Source: an optimization exercise on an open RTL-to-GDS flow (aim: small area, a short achievable clock period and few clock cycles per item). Production flows keep margins and buffers that such runs may drop.
The RTL was checked by simulation tests, not by an equivalence proof against the original design.

--- flow/flow/run.sh ---
#!/bin/bash
set -e
bash standard.sh "BUFFER_PORTS_ARGS=-buffer_cell sky130_fd_sc_hd__buf_1" finish > standard.log 2>&1
--- flow/standard.sh ---
#!/bin/bash
# synth_recipe.tcl (not shown) runs the flow's synth.tcl, then flattens the netlist and writes it again
# the make line also repeats each setting of config.mk as NAME=value (left out here)
make -C /OpenROAD-flow-scripts/flow DESIGN_CONFIG=/design/flow/config.mk WORK_HOME=/design/flow/orfs CLKGATE_MAP_FILE= SYNTH_SCRIPT=/design/flow/synth_recipe.tcl "${@:-finish}"
--- flow/config.mk ---
export PLATFORM = sky130hd
export DESIGN_NAME = epoch_seconds_to_calendar_unit
export DESIGN_NICKNAME = epoch_seconds_to_calendar_unit
export VERILOG_FILES = /design/flow/design.v
export SDC_FILE = /design/flow/constraint.sdc
export NUM_CORES = 4
export LEC_CHECK = 0
export CAP_MARGIN = 20
export CORE_MARGIN = 2
export CORE_UTILIZATION = 40
export CTS_CLUSTER_DIAMETER = 80
export CTS_CLUSTER_SIZE = 32
export SETUP_SLACK_MARGIN = 4.5
export SLEW_MARGIN = 20
--- flow/constraint.sdc ---
create_clock -name core_clock -period 10.0 [get_ports {clk}]
set_input_delay 2.0000 -clock core_clock [delete_from_list [all_inputs] [get_ports {clk}]]
set_output_delay 2.0000 -clock core_clock [all_outputs]
set_load 0.01 [all_outputs]
--- flow/design.v ---
`timescale 1ns / 1ps
package esc_pkg;
  localparam int EPOCH_W = 32;
  localparam int TZ_W    = 5;
endpackage
`timescale 1ns / 1ps
module esc_ctrl #(
  parameter int STAGES = 4
) (
  input  logic              clk,
  input  logic              rst_n,
  input  logic              in_valid,
  output logic              in_ready,
  output logic              out_valid,
  input  logic              out_ready,
  output logic              adv          
);
  logic [STAGES-1:0] v_r;
  assign out_valid = v_r[STAGES-1];
  assign adv       = !v_r[STAGES-1] || out_ready;
  assign in_ready  = adv;
  always_ff @(posedge clk) begin
    if (!rst_n) begin
      v_r <= '0;
    end else if (adv) begin
      v_r <= {v_r[STAGES-2:0], in_valid};
    end
  end
endmodule
`timescale 1ns / 1ps
module esc_datapath (
  input  logic                            clk,
  input  logic                            rst_n,
  input  logic                            cfg_wr_en,
  input  logic signed [esc_pkg::TZ_W-1:0] cfg_wr_data,
  input  logic [esc_pkg::EPOCH_W-1:0]     in_epoch_seconds,
  input  logic                            adv,
  output logic                            out_valid_res,
  output logic [5:0]                      out_second,
  output logic [5:0]                      out_minute,
  output logic [4:0]                      out_hour,
  output logic [4:0]                      out_day_of_month,
  output logic [3:0]                      out_month,
  output logic [11:0]                     out_year,
  output logic [2:0]                      out_weekday,
  output logic [8:0]                      out_day_of_year
);
  localparam logic signed [esc_pkg::TZ_W-1:0] TZ_RESET = 5'sd3;
  localparam logic [15:0] DAY_2100_MAR = 16'd47541;
  function automatic logic [7:0] cell15(input logic [3:0] r, input logic [3:0] e);
    logic [4:0] t;
    logic       w;
    t = {1'b0, r} + {1'b0, e};
    w = t[4] | (&t[3:0]);
    cell15 = {t[3:0] + {3'b000, w}, r + {3'b000, w}};
  endfunction
  function automatic logic [3:0] cell3(input logic [1:0] r, input logic [1:0] e);
    logic [3:0] v;
    v = {r, e};
    cell3[3] = (v[3] & !v[1] & !v[0]) |
        (v[2] & !v[1] & v[0]) |
        (v[3] & v[1] & v[0]) |
        (!v[3] & !v[2] & v[1] & !v[0]);
    cell3[2] = (v[2] & !v[1] & !v[0]) |
        (v[3] & v[1] & !v[0]) |
        (v[2] & v[1] & v[0]) |
        (!v[3] & !v[2] & !v[1] & v[0]);
    cell3[1] = (v[3]) |
        (v[2] & v[1]);
    cell3[0] = (v[3] & v[1]) |
        (v[2] & !v[1]) |
        (v[3] & v[0]) |
        (!v[2] & v[1] & v[0]);
  endfunction
  function automatic logic [8:0] mstart(input logic [3:0] m);
    case (m)
      4'd0:    mstart = 9'd0;
      4'd1:    mstart = 9'd31;
      4'd2:    mstart = 9'd61;
      4'd3:    mstart = 9'd92;
      4'd4:    mstart = 9'd122;
      4'd5:    mstart = 9'd153;
      4'd6:    mstart = 9'd184;
      4'd7:    mstart = 9'd214;
      4'd8:    mstart = 9'd245;
      4'd9:    mstart = 9'd275;
      4'd10:   mstart = 9'd306;
      default: mstart = 9'd337;
    endcase
  endfunction
  logic signed [esc_pkg::TZ_W-1:0] tz_r;
  always_ff @(posedge clk) begin
    if (!rst_n) begin
      tz_r <= TZ_RESET;
    end else if (cfg_wr_en) begin
      tz_r <= cfg_wr_data;
    end
  end
  logic [7:0] c0_w;
  assign c0_w = cell15(4'd0, in_epoch_seconds[31:28]);
  logic [23:0] s0_a;      
  logic [3:0]  s0_r1;     
  logic        s0_r2;     
  logic [3:0]  s0_lo;
  logic [4:0]  s0_tz;
  always_ff @(posedge clk) begin
    if (adv) begin
      s0_a  <= in_epoch_seconds[27:4];
      s0_r1 <= c0_w[7:4];
      s0_r2 <= c0_w[0];
      s0_lo <= in_epoch_seconds[3:0];
      s0_tz <= tz_r;
    end
  end
  logic [7:0] c15_w, c14_w, c13_w, c25_w, c24_w;
  assign c15_w = cell15(s0_r1, s0_a[23:20]);
  assign c14_w = cell15(c15_w[7:4], s0_a[19:16]);
  assign c13_w = cell15(c14_w[7:4], s0_a[15:12]);
  assign c25_w = cell15({3'b000, s0_r2}, c15_w[3:0]);
  assign c24_w = cell15(c25_w[7:4], c14_w[3:0]);
  logic [11:0] s1_a;      
  logic [3:0]  s1_r1;
  logic [3:0]  s1_q1;     
  logic [3:0]  s1_r2;
  logic [4:0]  s1_q2;     
  logic [3:0]  s1_lo;
  logic [4:0]  s1_tz;
  always_ff @(posedge clk) begin
    if (adv) begin
      s1_a  <= s0_a[11:0];
      s1_r1 <= c13_w[7:4];
      s1_q1 <= c13_w[3:0];
      s1_r2 <= c24_w[7:4];
      s1_q2 <= {c25_w[0], c24_w[3:0]};
      s1_lo <= s0_lo;
      s1_tz <= s0_tz;
    end
  end
  logic [7:0]  c12_w, c11_w, c10_w, c23_w, c22_w, c21_w;
  logic [21:8] h0hi_w;
  logic [1:0]  r3a [4:11];
  logic [21:8] q3hi_w;
  assign c12_w = cell15(s1_r1, s1_a[11:8]);
  assign c11_w = cell15(c12_w[7:4], s1_a[7:4]);
  assign c10_w = cell15(c11_w[7:4], s1_a[3:0]);
  assign c23_w = cell15(s1_r2, s1_q1);
  assign c22_w = cell15(c23_w[7:4], c12_w[3:0]);
  assign c21_w = cell15(c22_w[7:4], c11_w[3:0]);
  assign h0hi_w = {1'b0, s1_q2, c23_w[3:0], c22_w[3:0]};
  always_comb begin
    r3a[11] = 2'd0;
    for (int k = 10; k >= 4; k--) {r3a[k], q3hi_w[2*k +: 2]} = cell3(r3a[k+1], h0hi_w[2*k +: 2]);
  end
  logic [3:0]  s2_q1;     
  logic [3:0]  s2_r2;
  logic [3:0]  s2_q2;     
  logic [1:0]  s2_r3;
  logic [10:0] s2_q3;     
  logic [3:0]  s2_r1;
  logic [3:0]  s2_lo;
  logic [4:0]  s2_tz;
  always_ff @(posedge clk) begin
    if (adv) begin
      s2_q1 <= c10_w[3:0];
      s2_r2 <= c21_w[7:4];
      s2_q2 <= c21_w[3:0];
      s2_r3 <= r3a[4];
      s2_q3 <= q3hi_w[18:8];
      s2_r1 <= c10_w[7:4];
      s2_lo <= s1_lo;
      s2_tz <= s1_tz;
    end
  end
  logic [7:0]  c20_w;
  logic [7:0]  h0lo_w;
  logic [1:0]  r3b [0:4];
  logic [7:0]  q3lo_w;
  logic [4:0]  hod_w;
  logic signed [6:0] h_w;
  logic        up_w;
  logic        dn_w;
  logic [4:0]  hour_w;
  logic [5:0]  x_w;
  logic [1:0]  mlo_w;
  logic [3:0]  xr_w;
  logic        c_w;
  assign c20_w  = cell15(s2_r2, s2_q1);
  assign h0lo_w = {s2_q2, c20_w[3:0]};
  always_comb begin
    r3b[4] = s2_r3;
    for (int k = 3; k >= 0; k--) {r3b[k], q3lo_w[2*k +: 2]} = cell3(r3b[k+1], h0lo_w[2*k +: 2]);
  end
  logic [3:0] lm3a_w, lm3b_w, k_w;
  assign lm3a_w = cell3(2'd0, {1'b0, c20_w[2]});
  assign lm3b_w = cell3(lm3a_w[3:2], c20_w[1:0]);              
  assign k_w    = cell3({r3b[0][0], r3b[0][1]}, lm3b_w[3:2]);   
  assign hod_w  = {k_w[3:2], c20_w[2:0]};
  assign h_w    = 7'(hod_w) + 7'(signed'(s2_tz));
  assign up_w   = (h_w >= 7'sd24);
  assign dn_w   = h_w[6];
  assign hour_w = up_w ? 5'(h_w - 7'sd24) : dn_w ? 5'(h_w + 7'sd24) : 5'(h_w);
  assign x_w   = {s2_r1, s2_lo[3:2]};
  assign mlo_w = 2'(x_w / 6'd15);
  assign xr_w  = 4'(x_w % 6'd15);
  logic [15:0] d0_w;
  assign d0_w = {s2_q3, q3lo_w[7:3]};
  assign c_w  = (d0_w >= DAY_2100_MAR + 16'd1) || (d0_w == DAY_2100_MAR && !dn_w) ||
                (d0_w == DAY_2100_MAR - 16'd1 && up_w);
  logic [9:0]  ys_w;
  assign ys_w = 10'(s2_q3[10:1]) - 10'(s2_q3[10:3]) - 10'(s2_q3[10:5])
              + 10'(s2_q3[10:7]) + 10'd8;
  logic [15:0] s3_d0;
  logic [7:0]  s3_ye;
  logic        s3_up;
  logic        s3_dn;
  logic        s3_c;
  logic [4:0]  s3_hour;
  logic        s3_neg;
  logic [5:0]  s3_min;
  logic [5:0]  s3_sec;
  always_ff @(posedge clk) begin
    if (adv) begin
      s3_d0   <= d0_w;
      s3_ye   <= ys_w[9:2];
      s3_up   <= up_w;
      s3_dn   <= dn_w;
      s3_c    <= c_w;
      s3_hour <= hour_w;
      s3_neg  <= dn_w && (d0_w == 16'd0);
      s3_min  <= {c20_w[7:4], mlo_w};
      s3_sec  <= {xr_w, s2_lo[1:0]};
    end
  end
  logic [9:0]  dme_w;
  logic [5:0]  ws_w;
  logic [3:0]  ws2_w;
  logic [2:0]  wd_w;
  assign dme_w = s3_d0[9:0] + 10'd671 + 10'(s3_up) - 10'(s3_dn) + 10'(s3_c)
               - {s3_ye, 8'd0} - {1'b0, s3_ye, 7'd0} + {2'b00, s3_ye, 4'd0}
               + {1'b0, s3_ye, 1'b0} + 10'(s3_ye) - 10'(s3_ye[7:2]);
  assign ws_w  = 6'(s3_d0[2:0]) + 6'(s3_d0[5:3]) + 6'(s3_d0[8:6]) + 6'(s3_d0[11:9])
               + 6'(s3_d0[14:12]) + 6'(s3_d0[15]) + 6'd4 + 6'(s3_up) - 6'(s3_dn);
  assign ws2_w = 4'(ws_w[2:0]) + 4'(ws_w[5:3]);
  assign wd_w  = (ws2_w >= 4'd7) ? 3'(ws2_w - 4'd7) : ws2_w[2:0];
  logic [7:0]  s4_y;      
  logic [9:0]  s4_dm;     
  logic [2:0]  s4_wd;
  logic [4:0]  s4_hour;
  logic        s4_neg;
  logic [5:0]  s4_min;
  logic [5:0]  s4_sec;
  always_ff @(posedge clk) begin
    if (adv) begin
      s4_y    <= s3_ye;
      s4_dm   <= dme_w;
      s4_wd   <= wd_w;
      s4_hour <= s3_hour;
      s4_neg  <= s3_neg;
      s4_min  <= s3_min;
      s4_sec  <= s3_sec;
    end
  end
  logic        back_w;
  logic [7:0]  y_w;
  logic [8:0]  dm_w;
  logic [3:0]  mp_w;
  assign back_w = s4_dm[9];
  assign y_w    = s4_y - 8'(back_w);
  assign dm_w   = back_w ? s4_dm[8:0] + 9'd365 + 9'(s4_y[1:0] == 2'b00) : s4_dm[8:0];
  always_comb begin
    mp_w = 4'd0;
    for (int m = 1; m < 12; m++) begin
      if (dm_w >= mstart(4'(m))) mp_w = 4'(m);
    end
  end
  logic [7:0]  s5_y;
  logic [8:0]  s5_dm;
  logic [3:0]  s5_mp;
  logic [2:0]  s5_wd;
  logic [4:0]  s5_hour;
  logic        s5_neg;
  logic [5:0]  s5_min;
  logic [5:0]  s5_sec;
  always_ff @(posedge clk) begin
    if (adv) begin
      s5_y    <= y_w;
      s5_dm   <= dm_w;
      s5_mp   <= mp_w;
      s5_wd   <= s4_wd;
      s5_hour <= s4_hour;
      s5_neg  <= s4_neg;
      s5_min  <= s4_min;
      s5_sec  <= s4_sec;
    end
  end
  logic        j_w;
  logic        leap_w;
  assign j_w    = (s5_mp >= 4'd10);
  assign leap_w = (s5_y[1:0] == 2'b00) && (s5_y[7:2] != 6'd33);
  assign out_valid_res    = !s5_neg;
  assign out_second       = s5_neg ? 6'd0  : s5_sec;
  assign out_minute       = s5_neg ? 6'd0  : s5_min;
  assign out_hour         = s5_neg ? 5'd0  : s5_hour;
  assign out_day_of_month = s5_neg ? 5'd0  : 5'(s5_dm - mstart(s5_mp)) + 5'd1;
  assign out_month        = s5_neg ? 4'd0  : j_w ? s5_mp - 4'd10 : s5_mp + 4'd2;
  assign out_year         = s5_neg ? 12'd0 : 12'd1968 + 12'(s5_y) + 12'(j_w);
  assign out_weekday      = s5_neg ? 3'd0  : s5_wd;
  assign out_day_of_year  = s5_neg ? 9'd0  : j_w ? s5_dm - 9'd306 : s5_dm + 9'd59 + 9'(leap_w);
endmodule
`timescale 1ns / 1ps
module epoch_seconds_to_calendar_unit (
  input  logic                            clk,
  input  logic                            rst_n,
  input  logic                            cfg_wr_en,
  input  logic signed [esc_pkg::TZ_W-1:0] cfg_wr_data,
  input  logic                            in_valid,
  output logic                            in_ready,
  input  logic [esc_pkg::EPOCH_W-1:0]     in_epoch_seconds,
  output logic                            out_valid,
  input  logic                            out_ready,
  output logic                            out_valid_res,
  output logic [5:0]                      out_second,
  output logic [5:0]                      out_minute,
  output logic [4:0]                      out_hour,
  output logic [4:0]                      out_day_of_month,
  output logic [3:0]                      out_month,
  output logic [11:0]                     out_year,
  output logic [2:0]                      out_weekday,
  output logic [8:0]                      out_day_of_year
);
  logic adv;
  esc_ctrl #(.STAGES(6)) u_ctrl (
    .clk       (clk),
    .rst_n     (rst_n),
    .in_valid  (in_valid),
    .in_ready  (in_ready),
    .out_valid (out_valid),
    .out_ready (out_ready),
    .adv       (adv)
  );
  esc_datapath u_datapath (
    .clk              (clk),
    .rst_n            (rst_n),
    .cfg_wr_en        (cfg_wr_en),
    .cfg_wr_data      (cfg_wr_data),
    .in_epoch_seconds (in_epoch_seconds),
    .adv              (adv),
    .out_valid_res    (out_valid_res),
    .out_second       (out_second),
    .out_minute       (out_minute),
    .out_hour         (out_hour),
    .out_day_of_month (out_day_of_month),
    .out_month        (out_month),
    .out_year         (out_year),
    .out_weekday      (out_weekday),
    .out_day_of_year  (out_day_of_year)
  );
endmodule
==> impl_results.md, run 1 <==
* RSZ-0062 raised after global routing: yes
* Reg clk slew, reported paths at ~100 ps
* CTS H-Tree Depth at 1
* Post-DP HPWL at ~21 mm
* EDFF count, synth at 240
* N_diodes at 0
* Fmax at 188.5 MHz
* Endpoint type of the worst setup path: register
* Post-route cell area at 18,790 um^2
* Clock Skew at ~26 ps
* Tmin final at between 5000 and 6000 ps
* CTS Buf Count at 17
* WP data arrival at approximately 5600 ps
* Main flop type after synthesis: edfxtp_1
* Crit path required time at 10,260 ps
* Synth top cells by count: edfxtp_1 (240), ha_1 (198), inv_1 (142), nor2_1 (89)
* CP Launch Type: register
* Initial antenna violation count at 0
* Initial DRC Count at about 540
* Syn Inst Count at roughly 1,400
* Final setup TNS at 0 ps
* HP Class: reg -> reg
* Area Growth Syn to Fin at 12.75%
* Pre-Repair DR Iteration Count at 5
* Crit share post-route at about 53%
* Yosys warns at 4
* Die Ht at approximately 210 um
* Post-Syn Area at approximately 17,000 um^2
* Top cell type by total area after synthesis: edfxtp_1
* PortBufs at 94
* Overall Global Routing Usage at 12.95%
* WL/cell at about 14 um
* Synth area leaders: edfxtp_1 (43%), ha_1 (15%), fa_1 (6.5%), xnor2_1 (4.3%), xor2_1 (3.3%)
* Worst Tran Pin Value at 995.0 ps
* Total congestion overflow at 0
* Area share of the largest cell type after synthesis at 43.24%
* Post-layout util at between 40% and 50%
* First-pass GRT wire length at between 40 and 50 mm
* Longest Clk Path Bufs at 3
* Most instantiated library cell after synthesis: edfxtp_1
* Vias in the first global route at ~10,000
* Final worst slack at about 4700 ps
* # fillers at roughly 3,700
* CTS tree: yes
* CTS Hold Bufs at 0
* Syn Nets at 1,743
* Drt total wl at approximately 29 mm
* Drt drc at 0
* Core Region at 41,020 um^2
* Final setup fails at 0
* Avg Cell Area, Syn at 11.50 um^2
* Placed instance area at about 18,000 um^2
* CTS root buf: clkbuf_16
* Routed vias at approximately 11,000
* Skew-Pair Late Insertion Delay at between 500 and 600 ps
* Final Hold Viols at 0
* Final Max Tran Viols at 0
* Rows at 74
* Total of max-cap violations at 0
* Slew headroom at about 34%
* Post-route antenna net violation count at 0
* Die W at approximately 210 um
* IO Pins at 95
* Initial Util at roughly 40%
* Register bit total from synthesis at approximately 250
* Largest net degree at the start of global routing at 180
* Via/cell ratio at 5.078
* Layout cells sized above 1 at ~8.8%
* CP Class: reg -> reg
* Dpl ws at 4299 ps
* Placer congestion estimate at between 0.8 and 0.9
* Post-synthesis sequential area ratio at 44.56%
* Worst-path fanout max at 3
* Post-synthesis async set-or-reset flop share at 0%
* Post-synthesis cell type count at roughly 80
* Clk sinks at between 200 and 300
* Status: no timing/DRC/antenna violations
* Full die area at between 40,000 and 50,000 um^2
* Nets at ~1,800
-- per-layer routing --
| layer | wire length, um | up-vias | part of all wire, % | GRT usage, % |
|---|---|---|---|---|
| met5 | 0 | - | 0 | 0 |
| li1 | - | 5377 | - | - |
| met2 | 14560 | 169 | 51 | 23.73 |
| met1 | 12840 | 5038 | 45 | 16.27 |
| met4 | 534 | 0 | 1.9 | 2.977 |
| met3 | 817 | 40 | 2.8 | 1.600 |
-- layout make-up --
type,instances,area [um^2],share of cell area (%)
sequential,251,7427,39.52
timing repair buffer,119,553.0,2.943
multi-input combinational,1018,8966,47.71
clock buffer,17,425.4,2.264
clock inverter,13,217.7,1.159
inverter,142,536.8,2.856
tap,532,665.6,3.542
-- cell families after synthesis --
family / after synthesis / synth area share, %
adders and majority gates: 253 / 21.41
and+or+nand+nor: 348 / 10.48
DFF: 251 / 44.56
muxes: 17 / 1.051
xor gates and xnor gates: 147 / 7.860
buffers and inverters: 180 / 4.271
AOI/OAI and AO/OA: 253 / 10.37
-- worst paths after layout --
| kind | start | to | slack (ps) | cells after the start |
|---|---|---|---|---|
| worst max-delay path | u_datapath.s1_q1[1] | u_datapath.s2_q2[2] | 4700 | 23 |
| worst min-delay path | u_datapath.s0_lo[2] | u_datapath.s1_lo[2] | 420 | 0 |
| worst max register to register | u_datapath.s1_q1[1] | u_datapath.s2_q2[2] | 4700 | 23 |
| worst min register to register | u_datapath.s0_lo[2] | u_datapath.s1_lo[2] | 420 | 0 |
-- registers in the layout (all words and copies together), names as in the netlist, 8 cells and up --
signal / cells
u_datapath.s4_dm: 10
u_datapath.s5_y: 8
u_datapath.s3_d0: 16
u_datapath.s2_q3: 11
u_datapath.s1_a: 12
u_datapath.s0_a: 24
u_datapath.s5_dm: 9
u_datapath.s4_y: 8
u_datapath.s3_ye: 8
-- what timing repair did --
| item | CTS | global route |
|---|---|---|
| pin swaps | 3 | 21 |
| gates resized for setup | 13 | 54 |
| setup endpoints to repair | 11 | 36 |
| setup buffers | 2 | 19 |
-- worst max-delay path, cell delays in order (launching register included) --
cell	delay, ps
edfxtp_1	430
ha_1	350
a211o_1	210
a21o_1	170
o21ai_2	80
o31ai_4	280
ha_2	220
nand2_1	100
o22a_1	220
a221oi_4	290
inv_2	100
ha_4	260
xnor2_2	190
nand4_1	120
nand2_1	100
ha_2	290
ha_1	240
fa_2	370
a21o_1	200
a21oi_1	160
nand2_1	100
ha_1	220
ha_1	210
xor2_1	170
-- through the flow --
stage          hold WS (ps)  cells
3_5_place_dp          404.5   2041
4_1_cts               408.0   2073
3_3_place_gp          400.6   2041
5_1_grt               410.9   2092
6_report              417.0   2092
2_1_floorplan         400.3   1449
-- layout by cell type, fill, tap and decap left out, drive strengths merged, types with 46 or more instances in the layout --
master	Yosys	final
edfxtp	240	240
ha	198	198
inv	142	148
buf	8	119
nor2	90	90
xnor2	85	85
nand2	83	83
a21oi	63	63
xor2	62	62
fa	54	54
nor2b	48	48
o21ai	46	46
Testbench counts, summed over its fixed seeds: cycles 2,632, items 2,560.
==> run 2: changes to the inputs <==
--- a/flow/config.mk
+++ b/flow/config.mk
@@ -8,7 +8,5 @@
 export CAP_MARGIN = 20
 export CORE_MARGIN = 2
 export CORE_UTILIZATION = 40
-export CTS_CLUSTER_DIAMETER = 80
-export CTS_CLUSTER_SIZE = 32
 export SETUP_SLACK_MARGIN = 4.5
 export SLEW_MARGIN = 20
==> run 2 against run 1 <==
Effect of this change: first-iteration DRC count grew 18%; clock-buffer cell count is 25 higher; die area stayed put; wire length is 1.5% higher; register-to-register slack worse by 90 ps.
==> impl_results.md, run 2 <==
* CP max stage delay at 440 ps (was 430 ps)
* Regs by FF count: u_datapath.s0_a (24), u_datapath.s3_d0 (16), u_datapath.s1_a (12) (unchanged)
* Final worst slack at 4602 ps (was 4696 ps)
* Initial antenna violation count at 0 (unchanged)
* Area Growth Syn to Fin at 15.31% (was 12.75%)
* Post-synthesis cell type count at 82 (unchanged)
* Endpoint type of the worst setup path: register (unchanged)
* Rows at 74 (unchanged)
* Pre-Repair DR Iteration Count at 5 (unchanged)
* CTS tree: yes (unchanged)
* Status: no timing/DRC/antenna violations (unchanged)
* CP Launch Type: register (unchanged)
* Most instantiated library cell after synthesis: edfxtp_1 (unchanged)
* Full die area at 43,320 um^2 (unchanged)
* Register bit total from synthesis at 251 (unchanged)
* Post-synthesis async set-or-reset flop share at 0% (unchanged)
* Final setup fails at 0 (unchanged)
* Final setup TNS at 0 ps (unchanged)
* Main flop type after synthesis: edfxtp_1 (unchanged)
* First-pass GRT wire length at 48.47 mm (was 47.98 mm)
* Most flops, register: u_datapath.s0_a (unchanged)
* Largest net degree at the start of global routing at 180 (unchanged)
* HP Class: reg -> reg (unchanged)
* Placer congestion estimate at 0.8470 (unchanged)
* Drt total wl at 29.20 mm (was 28.76 mm)
* Commonest non-fill, non-tap cell in the layout: edfxtp_1 (unchanged)
* Most frequent cells in the layout: edfxtp_1 (240), ha_1 (174), inv_1 (140) (was edfxtp_1 (240), ha_1 (175), inv_1 (140))
* CTS H-Tree Depth at 1 (unchanged)
* Drt drc at 0 (unchanged)
* Routed vias at 10,673 (was 10,624)
* Avg Cell Area, Syn at 11.50 um^2 (unchanged)
* IO Pins at 95 (unchanged)
* Overall Global Routing Usage at 13.16% (was 12.95%)
* CTS root buf: clkbuf_16 (unchanged)
* Buf/Inv on CP at 0 (was 1)
* Crit path max-delay family: adder cells (unchanged)
* CTS Buf Count at 30 (was 17)
* Synth area leaders: edfxtp_1 (43%), ha_1 (15%), fa_1 (6.5%), xnor2_1 (4.3%), xor2_1 (3.3%) (unchanged)
* Max reg flops at 24 (unchanged)
* Skew-Pair Late Insertion Delay at 560 ps (was 520 ps)
* Initial Util at 40.64% (unchanged)
* Yosys warns at 4 (unchanged)
* Nets at 1,853 (was 1,843)
* Clock Skew at 8.412 ps (was 25.55 ps)
* Total of max-cap violations at 0 (unchanged)
* Most used cell, CP: ha_1 (unchanged)
* Clk sinks at 251 (unchanged)
* PortBufs at 94 (unchanged)
* Final Max Tran Viols at 0 (unchanged)
* Post-DP HPWL at 21.13 mm (unchanged)
* Initial DRC Count at 636 (was 539)
* Worst-path fanout max at 4 (was 3)
* Post-Syn Area at 16,670 um^2 (unchanged)
* Worst Tran Pin Value at 1022 ps (was 995.0 ps)
* Synth top cells by count: edfxtp_1 (240), ha_1 (198), inv_1 (142), nor2_1 (89) (unchanged)
* WP data arrival at 5690 ps (was 5560 ps)
* Tmin final at 5398 ps (was 5304 ps)
* Post-route antenna net violation count at 0 (unchanged)
* Die W at 208.1 um (unchanged)
* Crit path required time at 10,290 ps (was 10,260 ps)
* CTS Hold Bufs at 0 (unchanged)
* Syn Inst Count at 1,449 (unchanged)
* Layout cells sized above 1 at 9.747% (was 8.782%)
* Via/cell ratio at 5.054 (was 5.078)
* Dpl ws at 4299 ps (unchanged)
* Reg clk slew, reported paths at 60 ps (was 100 ps)
* EDFF count, synth at 240 (unchanged)
* CP Class: reg -> reg (unchanged)
* Final Hold Viols at 0 (unchanged)
* Core Region at 41,020 um^2 (unchanged)
* Longest Clk Path Bufs at 3 (unchanged)
* Post-synthesis sequential area ratio at 44.56% (unchanged)
* Syn Nets at 1,743 (unchanged)
* CP cell instances: ha_2 -> fa_2 -> a21o_1 -> a21oi_1 -> nand2_1 -> ha_1 -> ha_1 -> ha_4 -> and2_1 -> o21ai_0 -> a21oi_1 -> a41o_1 -> ha_2 -> ha_4 -> xnor2_2 -> xnor2_2 -> ha_4 -> a21oi_2 -> xnor2_1 -> nand4_1 -> nand2_1 -> ha_1 -> ha_1 -> xor2_1 (was ha_1 -> a211o_1 -> a21o_1 -> o21ai_2 -> o31ai_4 -> ha_2 -> nand2_1 -> o22a_1 -> a221oi_4 -> inv_2 -> ha_4 -> xnor2_2 -> nand4_1 -> nand2_1 -> ha_2 -> ha_1 -> fa_2 -> a21o_1 -> a21oi_1 -> nand2_1 -> ha_1 -> ha_1 -> xor2_1)
* RSZ-0062 raised after global routing: yes (unchanged)
* Slew headroom at 31.87% (was 33.66%)
* Vias in the first global route at 10,466 (was 10,375)
* WL/cell at 13.82 um (was 13.75 um)
* Area share of the largest cell type after synthesis at 43.24% (unchanged)
* N_diodes at 0 (unchanged)
* Fmax at 185.3 MHz (was 188.5 MHz)
* Crit share post-route at 53.98% (was 53.04%)
* Die Ht at 208.1 um (unchanged)
* Total congestion overflow at 0 (unchanged)
* CP max-delay cell: fa_2 (was edfxtp_1)
* Top cell type by total area after synthesis: edfxtp_1 (unchanged)
## run 2: metrics by stage
step	instances	util, %	area [um^2]	hold WS (ps)
floorplan	1449	-	16690	400.3
global placement	2041	42.81	17560	400.6
detailed placement	2041	42.81	17560	404.5
CTS	2096	45.68	18740	412.1
global route	2112	46.86	19220	414.7
finish	2112	46.86	19220	414.0
## run 2: cells by family after synthesis
family / synth area share, %
AO/OA/AOI/OAI: 10.37
XOR/XNOR: 7.860
adder cells (fa/ha/maj): 21.41
buffers and inverters: 4.271
flip-flops: 44.56
multiplexers: 1.051
AND/OR/NAND/NOR: 10.48
## run 2: cell type report
class | instances | area [um^2]
Clock buffer | 42 | 910.9
Clock inverter | 11 | 133.9
Fill cell | 3709 | 21800
Inverter | 142 | 536.8
Multi-Input combinational cell | 1018 | 9014
Sequential cell | 251 | 7427
Tap cell | 532 | 665.6
Timing Repair Buffer | 116 | 530.5
## run 2: what timing repair did
item,in CTS,in global routing
resized for setup,17,56
endpoints found under the hold margin,0,0
endpoints found under the setup margin,12,36
pin swaps,3,20
setup buffers,2,16
## run 2: metal layers
| metal | routed length [um] | up-vias | GRT usage (%) | share of wire (%) |
|---|---|---|---|---|
| li1 | - | 5403 | - | - |
| met1 | 12930 | 5042 | 16.24 | 44 |
| met2 | 14660 | 184 | 23.73 | 50 |
| met3 | 936 | 44 | 2.083 | 3.2 |
| met4 | 670 | 0 | 3.796 | 2.3 |
| met5 | 0 | - | 0 | 0 |
## run 2: final timing paths
check	startpoint	end	slack (ps)	depth (start not counted)
worst min register to register	u_datapath.s4_hour[2]	u_datapath.s5_hour[2]	410	0
worst max register to register	u_datapath.s0_r1[0]	u_datapath.s1_r2[2]	4600	24
worst max-delay path	u_datapath.s0_r1[0]	u_datapath.s1_r2[2]	4600	24
worst min-delay path	u_datapath.s4_hour[2]	u_datapath.s5_hour[2]	410	0
## run 2: worst reg2reg max path, stage by stage (launching register included)
cell	delay [ps]
edfxtp_1	400
ha_2	220
fa_2	440
a21o_1	190
a21oi_1	150
nand2_1	130
ha_1	220
ha_1	330
ha_4	280
and2_1	190
o21ai_0	220
a21oi_1	110
a41o_1	240
ha_2	210
ha_4	170
xnor2_2	140
xnor2_2	210
ha_4	250
a21oi_2	140
xnor2_1	120
nand4_1	110
nand2_1	90
ha_1	220
ha_1	190
xor2_1	160
==> run 3: changes to the inputs <==
--- a/flow/design.v
+++ b/flow/design.v
@@ -112,44 +112,75 @@
       s0_tz <= tz_r;
     end
   end
-  logic [7:0] c15_w, c14_w, c13_w, c25_w, c24_w;
+  logic [7:0] c15_w, c14_w, c25_w;
   assign c15_w = cell15(s0_r1, s0_a[23:20]);
   assign c14_w = cell15(c15_w[7:4], s0_a[19:16]);
-  assign c13_w = cell15(c14_w[7:4], s0_a[15:12]);
   assign c25_w = cell15({3'b000, s0_r2}, c15_w[3:0]);
-  assign c24_w = cell15(c25_w[7:4], c14_w[3:0]);
-  logic [11:0] s1_a;      
+  logic [15:0] s1_a;      
   logic [3:0]  s1_r1;
   logic [3:0]  s1_q1;     
   logic [3:0]  s1_r2;
-  logic [4:0]  s1_q2;     
+  logic        s1_q2;     
   logic [3:0]  s1_lo;
   logic [4:0]  s1_tz;
   always_ff @(posedge clk) begin
     if (adv) begin
-      s1_a  <= s0_a[11:0];
-      s1_r1 <= c13_w[7:4];
-      s1_q1 <= c13_w[3:0];
-      s1_r2 <= c24_w[7:4];
-      s1_q2 <= {c25_w[0], c24_w[3:0]};
+      s1_a  <= s0_a[15:0];
+      s1_r1 <= c14_w[7:4];
+      s1_q1 <= c14_w[3:0];
+      s1_r2 <= c25_w[7:4];
+      s1_q2 <= c25_w[0];
       s1_lo <= s0_lo;
       s1_tz <= s0_tz;
     end
   end
-  logic [7:0]  c12_w, c11_w, c10_w, c23_w, c22_w, c21_w;
-  logic [21:8] h0hi_w;
-  logic [1:0]  r3a [4:11];
-  logic [21:8] q3hi_w;
-  assign c12_w = cell15(s1_r1, s1_a[11:8]);
-  assign c11_w = cell15(c12_w[7:4], s1_a[7:4]);
-  assign c10_w = cell15(c11_w[7:4], s1_a[3:0]);
-  assign c23_w = cell15(s1_r2, s1_q1);
-  assign c22_w = cell15(c23_w[7:4], c12_w[3:0]);
+  logic [7:0]  c13_w, c12_w, c24_w, c23_w;
+  logic [21:16] h0t_w;
+  logic [1:0]  r3t [8:11];
+  logic [21:16] q3t_w;
+  assign c13_w = cell15(s1_r1, s1_a[15:12]);
+  assign c12_w = cell15(c13_w[7:4], s1_a[11:8]);
+  assign c24_w = cell15(s1_r2, s1_q1);
+  assign c23_w = cell15(c24_w[7:4], c13_w[3:0]);
+  assign h0t_w = {1'b0, s1_q2, c24_w[3:0]};
+  always_comb begin
+    r3t[11] = 2'd0;
+    for (int k = 10; k >= 8; k--) {r3t[k], q3t_w[2*k +: 2]} = cell3(r3t[k+1], h0t_w[2*k +: 2]);
+  end
+  logic [7:0]  sb_a;      
+  logic [3:0]  sb_r1;
+  logic [3:0]  sb_q1;     
+  logic [3:0]  sb_r2;
+  logic [3:0]  sb_q2;     
+  logic [1:0]  sb_r3;
+  logic [2:0]  sb_q3;     
+  logic [3:0]  sb_lo;
+  logic [4:0]  sb_tz;
+  always_ff @(posedge clk) begin
+    if (adv) begin
+      sb_a  <= s1_a[7:0];
+      sb_r1 <= c12_w[7:4];
+      sb_q1 <= c12_w[3:0];
+      sb_r2 <= c23_w[7:4];
+      sb_q2 <= c23_w[3:0];
+      sb_r3 <= r3t[8];
+      sb_q3 <= q3t_w[18:16];
+      sb_lo <= s1_lo;
+      sb_tz <= s1_tz;
+    end
+  end
+  logic [7:0]  c11_w, c10_w, c22_w, c21_w;
+  logic [15:8] h0hi_w;
+  logic [1:0]  r3a [4:8];
+  logic [15:8] q3hi_w;
+  assign c11_w = cell15(sb_r1, sb_a[7:4]);
+  assign c10_w = cell15(c11_w[7:4], sb_a[3:0]);
+  assign c22_w = cell15(sb_r2, sb_q1);
   assign c21_w = cell15(c22_w[7:4], c11_w[3:0]);
-  assign h0hi_w = {1'b0, s1_q2, c23_w[3:0], c22_w[3:0]};
+  assign h0hi_w = {sb_q2, c22_w[3:0]};
   always_comb begin
-    r3a[11] = 2'd0;
-    for (int k = 10; k >= 4; k--) {r3a[k], q3hi_w[2*k +: 2]} = cell3(r3a[k+1], h0hi_w[2*k +: 2]);
+    r3a[8] = sb_r3;
+    for (int k = 7; k >= 4; k--) {r3a[k], q3hi_w[2*k +: 2]} = cell3(r3a[k+1], h0hi_w[2*k +: 2]);
   end
   logic [3:0]  s2_q1;     
   logic [3:0]  s2_r2;
@@ -165,10 +196,10 @@
       s2_r2 <= c21_w[7:4];
       s2_q2 <= c21_w[3:0];
       s2_r3 <= r3a[4];
-      s2_q3 <= q3hi_w[18:8];
+      s2_q3 <= {sb_q3, q3hi_w[15:8]};
       s2_r1 <= c10_w[7:4];
-      s2_lo <= s1_lo;
-      s2_tz <= s1_tz;
+      s2_lo <= sb_lo;
+      s2_tz <= sb_tz;
     end
   end
   logic [7:0]  c20_w;
@@ -209,8 +240,13 @@
   logic [9:0]  ys_w;
   assign ys_w = 10'(s2_q3[10:1]) - 10'(s2_q3[10:3]) - 10'(s2_q3[10:5])
               + 10'(s2_q3[10:7]) + 10'd8;
+  logic [4:0]  wp_w;
+  logic [3:0]  wp2_w;
+  assign wp_w  = 5'(s2_q3[10]) + 5'(s2_q3[9:7]) + 5'(s2_q3[6:4]) + 5'(s2_q3[3:1]);
+  assign wp2_w = 4'(wp_w[2:0]) + 4'(wp_w[4:3]);
   logic [15:0] s3_d0;
   logic [7:0]  s3_ye;
+  logic [3:0]  s3_wp;     
   logic        s3_up;
   logic        s3_dn;
   logic        s3_c;
@@ -222,6 +258,7 @@
     if (adv) begin
       s3_d0   <= d0_w;
       s3_ye   <= ys_w[9:2];
+      s3_wp   <= wp2_w;
       s3_up   <= up_w;
       s3_dn   <= dn_w;
       s3_c    <= c_w;
@@ -238,8 +275,7 @@
   assign dme_w = s3_d0[9:0] + 10'd671 + 10'(s3_up) - 10'(s3_dn) + 10'(s3_c)
                - {s3_ye, 8'd0} - {1'b0, s3_ye, 7'd0} + {2'b00, s3_ye, 4'd0}
                + {1'b0, s3_ye, 1'b0} + 10'(s3_ye) - 10'(s3_ye[7:2]);
-  assign ws_w  = 6'(s3_d0[2:0]) + 6'(s3_d0[5:3]) + 6'(s3_d0[8:6]) + 6'(s3_d0[11:9])
-               + 6'(s3_d0[14:12]) + 6'(s3_d0[15]) + 6'd4 + 6'(s3_up) - 6'(s3_dn);
+  assign ws_w  = 6'(s3_d0[2:0]) + 6'(s3_d0[5:3]) + 6'(s3_wp) + 6'd4 + 6'(s3_up) - 6'(s3_dn);
   assign ws2_w = 4'(ws_w[2:0]) + 4'(ws_w[5:3]);
   assign wd_w  = (ws2_w >= 4'd7) ? 3'(ws2_w - 4'd7) : ws2_w[2:0];
   logic [7:0]  s4_y;      
@@ -329,7 +365,7 @@
   output logic [8:0]                      out_day_of_year
 );
   logic adv;
-  esc_ctrl #(.STAGES(6)) u_ctrl (
+  esc_ctrl #(.STAGES(7)) u_ctrl (
     .clk       (clk),
     .rst_n     (rst_n),
     .in_valid  (in_valid),
==> flow/flow/run.sh (replaced) <==
#!/bin/bash
set -e
bash standard.sh "BUFFER_PORTS_ARGS=-buffer_cell sky130_fd_sc_hd__buf_1" SETUP_SLACK_MARGIN=5.5 finish > standard.log 2>&1
--- a/flow/config.mk
+++ b/flow/config.mk
@@ -8,5 +8,7 @@
 export CAP_MARGIN = 20
 export CORE_MARGIN = 2
 export CORE_UTILIZATION = 40
+export CTS_CLUSTER_DIAMETER = 80
+export CTS_CLUSTER_SIZE = 28
 export SETUP_SLACK_MARGIN = 4.5
 export SLEW_MARGIN = 20
==> run 3 against run 2 <==
Effect of this change: highest routed layer unchanged; first-iteration DRC count is 10% lower; clock-buffer cell count is 23 lower; still clean on timing, DRC and antenna; via count is 5.1% higher; register-to-register slack better by 1200 ps.
==> impl_results.md, run 3 <==
* Placer congestion estimate at 0.8149 (was 0.8470)
* First-pass GRT wire length at 50.66 mm (was 48.47 mm)
* Slew headroom at 30.64% (was 31.87%)
* Fmax at 207.8 MHz (was 185.3 MHz)
* Layout cells sized above 1 at 9.701% (was 9.747%)
* Hold slack at 411.9 ps (was 414.0 ps)
* Pre-Repair DR Iteration Count at 5 (unchanged)
* Final Max Tran Viols at 0 (unchanged)
* Post-route cell area at 20,340 um^2 (was 19,220 um^2)
* Crit path required time at 8000 ps (was 10,290 ps)
* Initial Util at 40.59% (was 40.64%)
* CP Class: reg -> out (was reg -> reg)
* Post-synthesis async set-or-reset flop share at 0% (unchanged)
* Register bit total from synthesis at 288 (was 251)
* Area share of the largest cell type after synthesis at 46.17% (was 43.24%)
* CTS Hold Bufs at 0 (unchanged)
* PortBufs at 94 (unchanged)
* Final worst slack at 5187 ps (was 4602 ps)
* Regs by FF count: u_datapath.s0_a (24), u_datapath.s1_a (16), u_datapath.s2_q3 (11) (was u_datapath.s0_a (24), u_datapath.s3_d0 (16), u_datapath.s1_a (12))
* Crit path from: u_datapath.s5_mp[1] (was u_datapath.s0_r1[0])
* Syn Inst Count at 1,511 (was 1,449)
* Inst Count DP at 2,160 (was 2,041)
* Total of max-cap violations at 0 (unchanged)
* Post-synthesis cell type count at 73 (was 82)
* Vias in the first global route at 10,904 (was 10,466)
* Synth top cells by count: edfxtp_1 (276), ha_1 (205), inv_1 (137), xnor2_1 (90), nor2_1 (80) (was edfxtp_1 (240), ha_1 (198), inv_1 (142), nor2_1 (89))
* N_diodes at 0 (unchanged)
* Final Hold Viols at 0 (unchanged)
* Avg Cell Area, Syn at 11.88 um^2 (was 11.50 um^2)
* Commonest non-fill, non-tap cell in the layout: edfxtp_1 (unchanged)
* CTS Buf Count at 19 (was 30)
* Overall Global Routing Usage at 12.76% (was 13.16%)
* Yosys warns at 5 (was 4)
* Rows at 77 (was 74)
* Worst Tran Pin Value at 1040 ps (was 1022 ps)
* Largest net degree at the start of global routing at 100 (was 180)
* Tmin final at 4813 ps (was 5398 ps)
* WP data arrival at 2810 ps (was 5690 ps)
* Full die area at 46,580 um^2 (was 43,320 um^2)
* Initial DRC Count at 570 (was 636)
* CP Launch Type: register (unchanged)
* Most flops, register: u_datapath.s0_a (unchanged)
* Reg clk slew, reported paths at 100 ps (was 60 ps)
* Clk sinks at 288 (was 251)
* Placed instance area at 18,920 um^2 (was 17,560 um^2)
* Skew-Pair Late Insertion Delay at 520 ps (was 560 ps)
* Top cell type by total area after synthesis: edfxtp_1 (unchanged)
* Longest Clk Path Bufs at 3 (unchanged)
* Most instantiated library cell after synthesis: edfxtp_1 (unchanged)
* Max reg flops at 24 (unchanged)
* CTS tree: yes (unchanged)
* Nets at 1,928 (was 1,853)
* Status: no timing/DRC/antenna violations (unchanged)
* Area Growth Syn to Fin at 13.33% (was 15.31%)
* Post-Syn Area at 17,950 um^2 (was 16,670 um^2)
* CTS H-Tree Depth at 1 (unchanged)
* Dpl ws at 4520 ps (was 4299 ps)
* Core Region at 44,220 um^2 (was 41,020 um^2)
* Clock Skew at 21.41 ps (was 8.412 ps)
* Die Ht at 215.8 um (was 208.1 um)
* Endpoint type of the worst setup path: output port (was register)
* Syn Nets at 1,811 (was 1,743)
* Hold Startpoint: u_datapath.s1_a[3] (was u_datapath.s4_hour[2])
* Final setup TNS at 0 ps (unchanged)
* EDFF count, synth at 276 (was 240)
* Total congestion overflow at 0 (unchanged)
* Final setup fails at 0 (unchanged)
* WL/cell at 13.63 um (was 13.82 um)
* Via/cell ratio at 5.029 (was 5.054)
* HP Class: reg -> reg (unchanged)
* Worst-path fanout max at 4 (unchanged)
* Main flop type after synthesis: edfxtp_1 (unchanged)
* Initial antenna violation count at 0 (unchanged)
* RSZ-0062 raised after global routing: yes (unchanged)
* IO Pins at 95 (unchanged)
* Post-route antenna net violation count at 0 (unchanged)
* Reg-to-reg startpoint: u_datapath.s3_d0[0] (was u_datapath.s0_r1[0])
* Die W at 215.8 um (was 208.1 um)
* Drt total wl at 30.42 mm (was 29.20 mm)
* Post-DP HPWL at 21.21 mm (was 21.13 mm)
* Most frequent cells in the layout: edfxtp_1 (276), ha_1 (194), inv_1 (130) (was edfxtp_1 (240), ha_1 (174), inv_1 (140))
* Synth area leaders: edfxtp_1 (46%), ha_1 (14%), fa_1 (5.9%), xnor2_1 (4.4%), inv_1 (2.9%) (was edfxtp_1 (43%), ha_1 (15%), fa_1 (6.5%), xnor2_1 (4.3%), xor2_1 (3.3%))
* Final cell count without fillers at 2,231 (was 2,112)
* Routed vias at 11,219 (was 10,673)
* CTS root buf: clkbuf_16 (unchanged)
* Drt drc at 0 (unchanged)
* Crit share post-route at 48.13% (was 53.98%)
* Post-synthesis sequential area ratio at 47.51% (was 44.56%)
==> run 3: cell types whose count changed in the layout (fill, tap and decap cells not counted), sizes merged, moves of 6 or more <==
cell	previous run	this run
ha	198	205
nand4	17	11
a21boi	3	9
a21o	36	44
clkbuf	42	33
o21ai	46	40
nor2	90	80
edfxtp	240	276
a21oi	63	69
==> run 3: worst paths after layout <==
check | end | slack, ps | cells after the start
max | out_day_of_month[4] | 5190 | 13
min | u_datapath.sb_a[3] | 410 | 0
max reg2reg | u_datapath.s4_wd[1] | 5770 | 15
min reg2reg | u_datapath.sb_a[3] | 410 | 0
==> run 3: kinds of logic after synthesis <==
group / synth area share, %
buffers and inverters: 3.841
AND/OR/NAND/NOR: 9.578
adder cells (fa/ha/maj): 20.20
flip-flops: 47.51
multiplexers: 1.234
AO/OA/AOI/OAI: 10.46
XOR/XNOR: 7.173
==> run 3: per-stage QoR <==
step / utilization, %
2_1_floorplan: -
3_3_place_gp: 42.78
3_5_place_dp: 42.78
4_1_cts: 45.26
5_1_grt: 46.00
6_report: 46.00
==> run 3: worst max-delay path: stages, from the launching register on <==
cell and delay (ps):
edfxtp_1 430, inv_2 160, ha_4 150, nor2_1 60
a21oi_2 120, nor2_1 50, a21oi_1 150, ha_1 270
ha_1 300, a21o_1 170, a21oi_2 130, xnor2_1 120
nor2_1 50, buf_2 140
==> run 3: timing repair <==
item                       CTS  global route
pin swaps                   10            10
gates resized for setup     54            51
setup endpoints to repair   20            31
hold endpoints to repair     0             0
setup buffers               21            12
gates cloned                 3             3
==> run 3: final cells by class <==
cell class                 instances  area (um^2)
sequential                       288         8528
fill                            3970        23880
inverter                         137        520.5
clock inverter                    13        175.2
tap                              592        740.7
timing repair buffer             137        868.3
clock buffer                      19        475.5
multi-input combinational       1045         9035
==> run 3: per-layer routing <==
metal	GRT usage, %	wire length (um)	part of all wire [%]
met5	0	0	0
met4	2.920	601	2.0
met2	23.97	15880	52
met3	1.508	967	3.2
met1	15.53	12970	43
Testbench counts of run 3, summed over its fixed seeds: cycles 2,640, items 2,560.
==> run 4: changes to the inputs <==
==> flow/flow/run.sh (replaced) <==
#!/bin/bash
set -e
bash standard.sh "BUFFER_PORTS_ARGS=-buffer_cell sky130_fd_sc_hd__buf_1" SETUP_SLACK_MARGIN=5.1 finish > standard.log 2>&1
==> run 4 against run 3 <==
Effect of this change: final cell count is 1.2% lower; register-to-register slack worse by 270 ps; non-clock buffer count is 26 lower; clock-buffer cell count stayed put; sequential share of layout area is 1.0 points higher; wire length is 3.0% lower; fmax is 0.51% lower; synthesized cell count stayed put.
==> impl_results.md, run 4 <==
* Total of max-cap violations at 0 (unchanged)
* Commonest non-fill, non-tap cell in the layout: edfxtp_1 (unchanged)
* Most instantiated library cell after synthesis: edfxtp_1 (unchanged)
* Yosys warns at 5 (unchanged)
* Final worst slack at 5162 ps (was 5187 ps)
* Nets at 1,902 (was 1,928)
* Largest net degree at the start of global routing at 100 (unchanged)
* Top cell type by total area after synthesis: edfxtp_1 (unchanged)
* Via/cell ratio at 5.024 (was 5.029)
* IO Pins at 95 (unchanged)
* Drt drc at 0 (unchanged)
* Post-synthesis sequential area ratio at 47.51% (unchanged)
* Reg clk slew, reported paths at 100 ps (about the same)
* Endpoint type of the worst setup path: output port (unchanged)
* Placer congestion estimate at 0.8149 (unchanged)
* Regs by FF count: u_datapath.s0_a (24), u_datapath.s1_a (16), u_datapath.s2_q3 (11) (unchanged)
* Post-route antenna net violation count at 0 (unchanged)
* Main flop type after synthesis: edfxtp_1 (unchanged)
* Dpl ws at 4520 ps (unchanged)
* N_diodes at 0 (unchanged)
* Register bit total from synthesis at 288 (unchanged)
* Most flops, register: u_datapath.s0_a (unchanged)
* First-pass GRT wire length at 50.00 mm (was 50.66 mm)
* Core Region at 44,220 um^2 (unchanged)
* Syn Nets at 1,811 (unchanged)
* Synth area leaders: edfxtp_1 (46%), ha_1 (14%), fa_1 (5.9%), xnor2_1 (4.4%), inv_1 (2.9%) (unchanged)
* Post-route cell area at 19,860 um^2 (was 20,340 um^2)
* Tmin final at 4838 ps (was 4813 ps)
* Drt total wl at 29.50 mm (was 30.42 mm)
* Clock Skew at 20.49 ps (was 21.41 ps)
* Layout cells sized above 1 at 5.642% (was 9.701%)
* Full die area at 46,580 um^2 (unchanged)
* Final cell count without fillers at 2,205 (was 2,231)
* Final Max Tran Viols at 0 (unchanged)
* Initial DRC Count at 554 (was 570)
* Crit share post-route at 48.38% (was 48.13%)
* CTS H-Tree Depth at 1 (unchanged)
* Placed instance area at 18,920 um^2 (unchanged)
* FF/Latch Area at 8528 um^2 (unchanged)
* Area share of the largest cell type after synthesis at 46.17% (unchanged)
* Status: no timing/DRC/antenna violations (unchanged)
* WL/cell at 13.38 um (was 13.63 um)
* Initial antenna violation count at 0 (unchanged)
* Clk sinks at 288 (unchanged)
* Syn Inst Count at 1,511 (unchanged)
* Worst Tran Pin Value at 1036 ps (was 1040 ps)
* Max reg flops at 24 (unchanged)
* Synth top cells by count: edfxtp_1 (276), ha_1 (205), inv_1 (137), xnor2_1 (90), nor2_1 (80) (unchanged)
* Most frequent cells in the layout: edfxtp_1 (276), ha_1 (199), inv_1 (134) (was edfxtp_1 (276), ha_1 (194), inv_1 (130))
* EDFF count, synth at 276 (unchanged)
* Worst-path fanout max at 3 (was 4)
* CTS Hold Bufs at 0 (unchanged)
* Crit path required time at 8000 ps (about the same)
* Inst Count DP at 2,160 (unchanged)
* CTS Buf Count at 19 (unchanged)
* HP Class: reg -> reg (unchanged)
* Routed vias at 11,078 (was 11,219)
* Die W at 215.8 um (unchanged)
* Fmax at 206.7 MHz (was 207.8 MHz)
* Vias in the first global route at 10,762 (was 10,904)
* Longest Clk Path Bufs at 3 (unchanged)
* Post-DP HPWL at 21.21 mm (unchanged)
* CTS tree: yes (unchanged)
* CTS root buf: clkbuf_16 (unchanged)
* Die Ht at 215.8 um (unchanged)
* Rows at 77 (unchanged)
* Total congestion overflow at 0 (unchanged)
* Final setup fails at 0 (unchanged)
* # fillers at 4,029 (was 3,970)
* CP Launch Type: register (unchanged)
* WP data arrival at 2840 ps (was 2810 ps)
* Pre-Repair DR Iteration Count at 6 (was 5)
* CP Class: reg -> out (unchanged)
* Multi-input gate area at 8856 um^2 (was 9035 um^2)
* Slew headroom at 30.90% (was 30.64%)
* Avg Cell Area, Syn at 11.88 um^2 (unchanged)
* Overall Global Routing Usage at 12.58% (was 12.76%)
* RSZ-0062 raised after global routing: yes (unchanged)
* Skew-Pair Late Insertion Delay at 520 ps (about the same)
* Post-Syn Area at 17,950 um^2 (unchanged)
* Final Hold Viols at 0 (unchanged)
* Post-synthesis async set-or-reset flop share at 0% (unchanged)
* Post-synthesis cell type count at 73 (unchanged)
* Initial Util at 40.59% (unchanged)
* Final setup TNS at 0 ps (unchanged)
* PortBufs at 94 (unchanged)
* Area Growth Syn to Fin at 10.63% (was 13.33%)
run 4: cell counts after synthesis:
Identical to the previous run, type by type.
run 4: metal layers:
layer	vias to the layer above	GRT usage (%)	part of all wire [%]
li1	5641	-	-
met1	5221	15.39	43
met2	181	23.47	52
met3	35	1.536	3.4
met4	0	2.966	2.0
met5	-	0	0
run 4: logic make-up (layout without fill, tap and decap cells):
| group | Yosys count | after routing | synth area share (%) |
|---|---|---|---|
| compound gates | 276 | 276 | 10.46 |
| xor+xnor | 147 | 147 | 7.173 |
| fa+ha+maj | 258 | 258 | 20.20 |
| buf+inv | 178 | 280 | 3.841 |
| flops | 288 | 288 | 47.51 |
| mux | 21 | 21 | 1.234 |
| simple gates | 343 | 343 | 9.578 |
run 4: critical path, stage by stage, from the launching register on:
cell,delay (ps)
edfxtp_1,420
buf_4,170
ha_4,160
o211ai_1,240
o31ai_4,110
ha_1,270
inv_1,60
ha_1,160
inv_1,50
fa_2,510
nor2_1,30
buf_2,140
run 4: path summary, 6_finish.rpt:
kind	start	endpoint	slack [ps]	cells past startpoint
min	u_datapath.s1_a[3]	u_datapath.sb_a[3]	410	0
min reg2reg	u_datapath.s1_a[3]	u_datapath.sb_a[3]	410	0
max reg2reg	u_datapath.s2_r2[0]	u_datapath.s3_c	5500	17
max	u_datapath.s5_mp[0]	out_day_of_month[2]	5160	11
run 4: final cells by class:
class / count / area share, %
inverters: 137 / 2.621
clock buffers: 19 / 2.394
flip-flops and latches: 288 / 42.95
clock inverters: 13 / 0.8821
multi-input cells: 1045 / 44.60
well taps: 592 / 3.730
repair buffers: 111 / 2.829
run 4: timing repair:
item / in CTS / in global routing
endpoints found under the setup margin: 10 / 11
cloned: 2 / 1
resized for setup: 12 / 24
buffers inserted: 6 / 4
pin swaps: 1 / 6
run 4: per-stage QoR:
step	hold slack (ps)	utilization, %
after CTS	416.2	44.57
after floorplan	400.3	-
final	412.4	44.91
after detailed placement	404.5	42.78
after global routing	417.6	44.91
after global placement	400.4	42.78
==> run 5: changes to the inputs <==
==> flow/flow/run.sh (replaced) <==
#!/bin/bash
set -e
bash standard.sh "BUFFER_PORTS_ARGS=-buffer_cell sky130_fd_sc_hd__buf_1" SETUP_SLACK_MARGIN=5.2 finish > standard.log 2>&1
==> run 5 against run 4 <==
Effect of this change: worst hold slack got worse by 1.1 ps; still clean; utilization rose by 0.19 points; register-to-register slack improved by 20 ps; first-iteration DRC count fell by 5.8%; clock skew rose by 1.9 ps; clock-buffer cell count did not move.
==> impl_results.md, run 5 <==
* Status: no timing/DRC/antenna violations (unchanged)
* Final worst slack at 5155 ps (was 5162 ps)
* Post-synthesis sequential area ratio at 47.51% (unchanged)
* Final setup fails at 0 (unchanged)
* PortBufs at 94 (unchanged)
* Met1 Wirelength at 12.77 mm (was 12.60 mm)
* Max layer used: met4 (unchanged)
* Layout cells sized above 1 at 6.551% (was 5.642%)
* Final cell count without fillers at 2,210 (was 2,205)
* Post-Syn Area at 17,950 um^2 (unchanged)
* N_diodes at 0 (unchanged)
* WP data arrival at 2850 ps (was 2840 ps)
* Routed length on met3 at 975 um (was 998 um)
* Crit share post-route at 48.45% (was 48.38%)
* Post-synthesis async set-or-reset flop share at 0% (unchanged)
* Post-DP HPWL at 21.21 mm (unchanged)
* Final Hold Viols at 0 (unchanged)
* RSZ-0062 raised after global routing: yes (unchanged)
* Total congestion overflow at 0 (unchanged)
* Drt drc at 0 (unchanged)
* Register bit total from synthesis at 288 (unchanged)
* Dpl ws at 4520 ps (unchanged)
* Largest net degree at the start of global routing at 100 (unchanged)
* Tmin final at 4845 ps (was 4838 ps)
* Nets at 1,907 (was 1,902)
* Regs by FF count: u_datapath.s0_a (24), u_datapath.s1_a (16), u_datapath.s2_q3 (11) (unchanged)
* Rows at 77 (unchanged)
* Syn Nets at 1,811 (unchanged)
* Overall Global Routing Usage at 12.61% (was 12.58%)
* CP Class: reg -> out (unchanged)
* Most instantiated library cell after synthesis: edfxtp_1 (unchanged)
* HP Class: reg -> reg (unchanged)
* Avg Cell Area, Syn at 11.88 um^2 (unchanged)
* Synth top cells by count: edfxtp_1 (276), ha_1 (205), inv_1 (137), xnor2_1 (90), nor2_1 (80) (unchanged)
* Area share of the largest cell type after synthesis at 46.17% (unchanged)
* Total of max-cap violations at 0 (unchanged)
* Syn Inst Count at 1,511 (unchanged)
* CP Launch Type: register (unchanged)
* Area Growth Syn to Fin at 11.10% (was 10.63%)
* CTS Hold Bufs at 0 (unchanged)
* Inst Count DP at 2,160 (unchanged)
* First-pass GRT wire length at 50.09 mm (was 50.00 mm)
* Final setup TNS at 0 ps (unchanged)
* Endpoint type of the worst setup path: output port (unchanged)
* Most frequent cells in the layout: edfxtp_1 (276), ha_1 (196), inv_1 (132) (was edfxtp_1 (276), ha_1 (199), inv_1 (134))
* Initial DRC Count at 522 (was 554)
* Longest Clk Path Bufs at 3 (unchanged)
* WL/cell at 13.44 um (was 13.38 um)
* CTS root buf: clkbuf_16 (unchanged)
* Most flops, register: u_datapath.s0_a (unchanged)
* Top cell type by total area after synthesis: edfxtp_1 (unchanged)
* Clock Skew at 22.37 ps (was 20.49 ps)
* Full die area at 46,580 um^2 (unchanged)
* Routed vias at 11,134 (was 11,078)
* Post-synthesis cell type count at 73 (unchanged)
* Crit path required time at 8000 ps (about the same)
* Skew-Pair Late Insertion Delay at 520 ps (about the same)
* Clk sinks at 288 (unchanged)
* Main flop type after synthesis: edfxtp_1 (unchanged)
* Fmax at 206.4 MHz (was 206.7 MHz)
* Placer congestion estimate at 0.8149 (unchanged)
* Worst-path fanout max at 4 (was 3)
* Initial Util at 40.59% (unchanged)
* Worst Tran Pin Value at 1036 ps (about the same)
* Slew headroom at 30.94% (was 30.90%)
* Die W at 215.8 um (unchanged)
* Core Region at 44,220 um^2 (unchanged)
* Vias in the first global route at 10,782 (was 10,762)
* EDFF count, synth at 276 (unchanged)
* Final Max Tran Viols at 0 (unchanged)
* Max reg flops at 24 (unchanged)
* Pre-Repair DR Iteration Count at 5 (was 6)
* Yosys warns at 5 (unchanged)
* Die Ht at 215.8 um (unchanged)
* Via/cell ratio at 5.038 (was 5.024)
* Drt total wl at 29.70 mm (was 29.50 mm)
* Met2 wire length at 15.33 mm (was 15.29 mm)
* Synth area leaders: edfxtp_1 (46%), ha_1 (14%), fa_1 (5.9%), xnor2_1 (4.4%), inv_1 (2.9%) (unchanged)
* Commonest non-fill, non-tap cell in the layout: edfxtp_1 (unchanged)
* CTS tree: yes (unchanged)
* Initial antenna violation count at 0 (unchanged)
* CTS Buf Count at 19 (unchanged)
* Reg clk slew, reported paths at 100 ps (about the same)
* CTS H-Tree Depth at 1 (unchanged)
* Post-route antenna net violation count at 0 (unchanged)
* IO Pins at 95 (unchanged)
## run 5: cell counts after synthesis
Identical to the previous run, type by type.
## run 5: layer usage
layer	track usage, %	vias up
met5	0	-
met4	3.011	0
met3	1.550	37
met2	23.49	189
met1	15.42	5255
li1	-	5653
## run 5: per-stage QoR
step                hold WS [ps]  cell area, um^2  util (%)
floorplan                  400.3            17960         -
global placement           400.4            18920     42.78
detailed placement         404.5            18920     42.78
CTS                        416.2            19760     44.68
global route               417.6            19940     45.10
finish                     411.3            19940     45.10
## run 5: layout make-up
cell class | count | area (um^2)
clock buffer | 19 | 475.5
tap | 592 | 740.7
multi-input combinational | 1045 | 8887
sequential | 288 | 8528
clock inverter | 13 | 175.2
inverter | 137 | 518.0
timing repair buffer | 116 | 618.1
fill | 4022 | 24280
## run 5: path summary, 6_finish.rpt
path	to	cells after the start	startpoint	slack (ps)
max	out_day_of_month[3]	12	u_datapath.s5_mp[1]	5150
min	u_datapath.sb_a[3]	0	u_datapath.s1_a[3]	410
min reg2reg	u_datapath.sb_a[3]	0	u_datapath.s1_a[3]	410
max reg2reg	u_datapath.s3_c	17	u_datapath.s2_r2[0]	5520
## run 5: logic make-up after synthesis
group	count (synthesis)	synth area share, %
AOI/OAI and AO/OA	276	10.46
xor gates and xnor gates	147	7.173
adders and majority gates	258	20.20
buffers and inverters	178	3.841
DFF	288	47.51
muxes	21	1.234
and+or+nand+nor	343	9.578
## run 5: worst max-delay path, cell delays in order, from the launching register on
cell	delay [ps]
edfxtp_1	450
inv_2	150
buf_6	120
ha_4	190
mux2_4	270
o21ai_2	110
ha_2	210
ha_4	130
inv_2	30
fa_2	320
xor2_1	140
nor2_1	80
buf_2	130
## run 5: what timing repair did
| item | CTS | global route |
|---|---|---|
| setup endpoints to repair | 10 | 14 |
| buffers inserted | 8 | 6 |
| gates resized for setup | 18 | 30 |
| cloned | 2 | 2 |
| pin swaps | 3 | 5 |

## static timing again, ports no longer ideal
The flow's constraints put no driver on any port. The routed layouts listed below were extracted and timed again, unchanged, in two steps.
Step 1: set_driving_cell puts a clkbuf_16 on clk and a buf_2 on each other input, an assumption about the parent block.
Step 2 moves the port delays by t, midway between the first and last clock arrival at a register: inputs arrive t later, outputs are due t later. That takes back most of the time a late clock gives input paths.
Three values: ideal ports, drivers, drivers and shift; two values: the first two.
run	shift t [ns]	setup slack, ns	worst data-port slew with drivers (ns)
run 1	0.559	4.696 / 4.696 / 4.696	0.05
run 2	0.607	4.602 / 4.602 / 4.602	0.05
run 3	0.567	5.187 / 5.133 / 5.328	0.05
run 4	0.567	5.162 / 5.108 / 5.191	0.03
run 5	0.567	5.155 / 5.101 / 5.260	0.03
After both steps setup and hold are still met in every run listed.
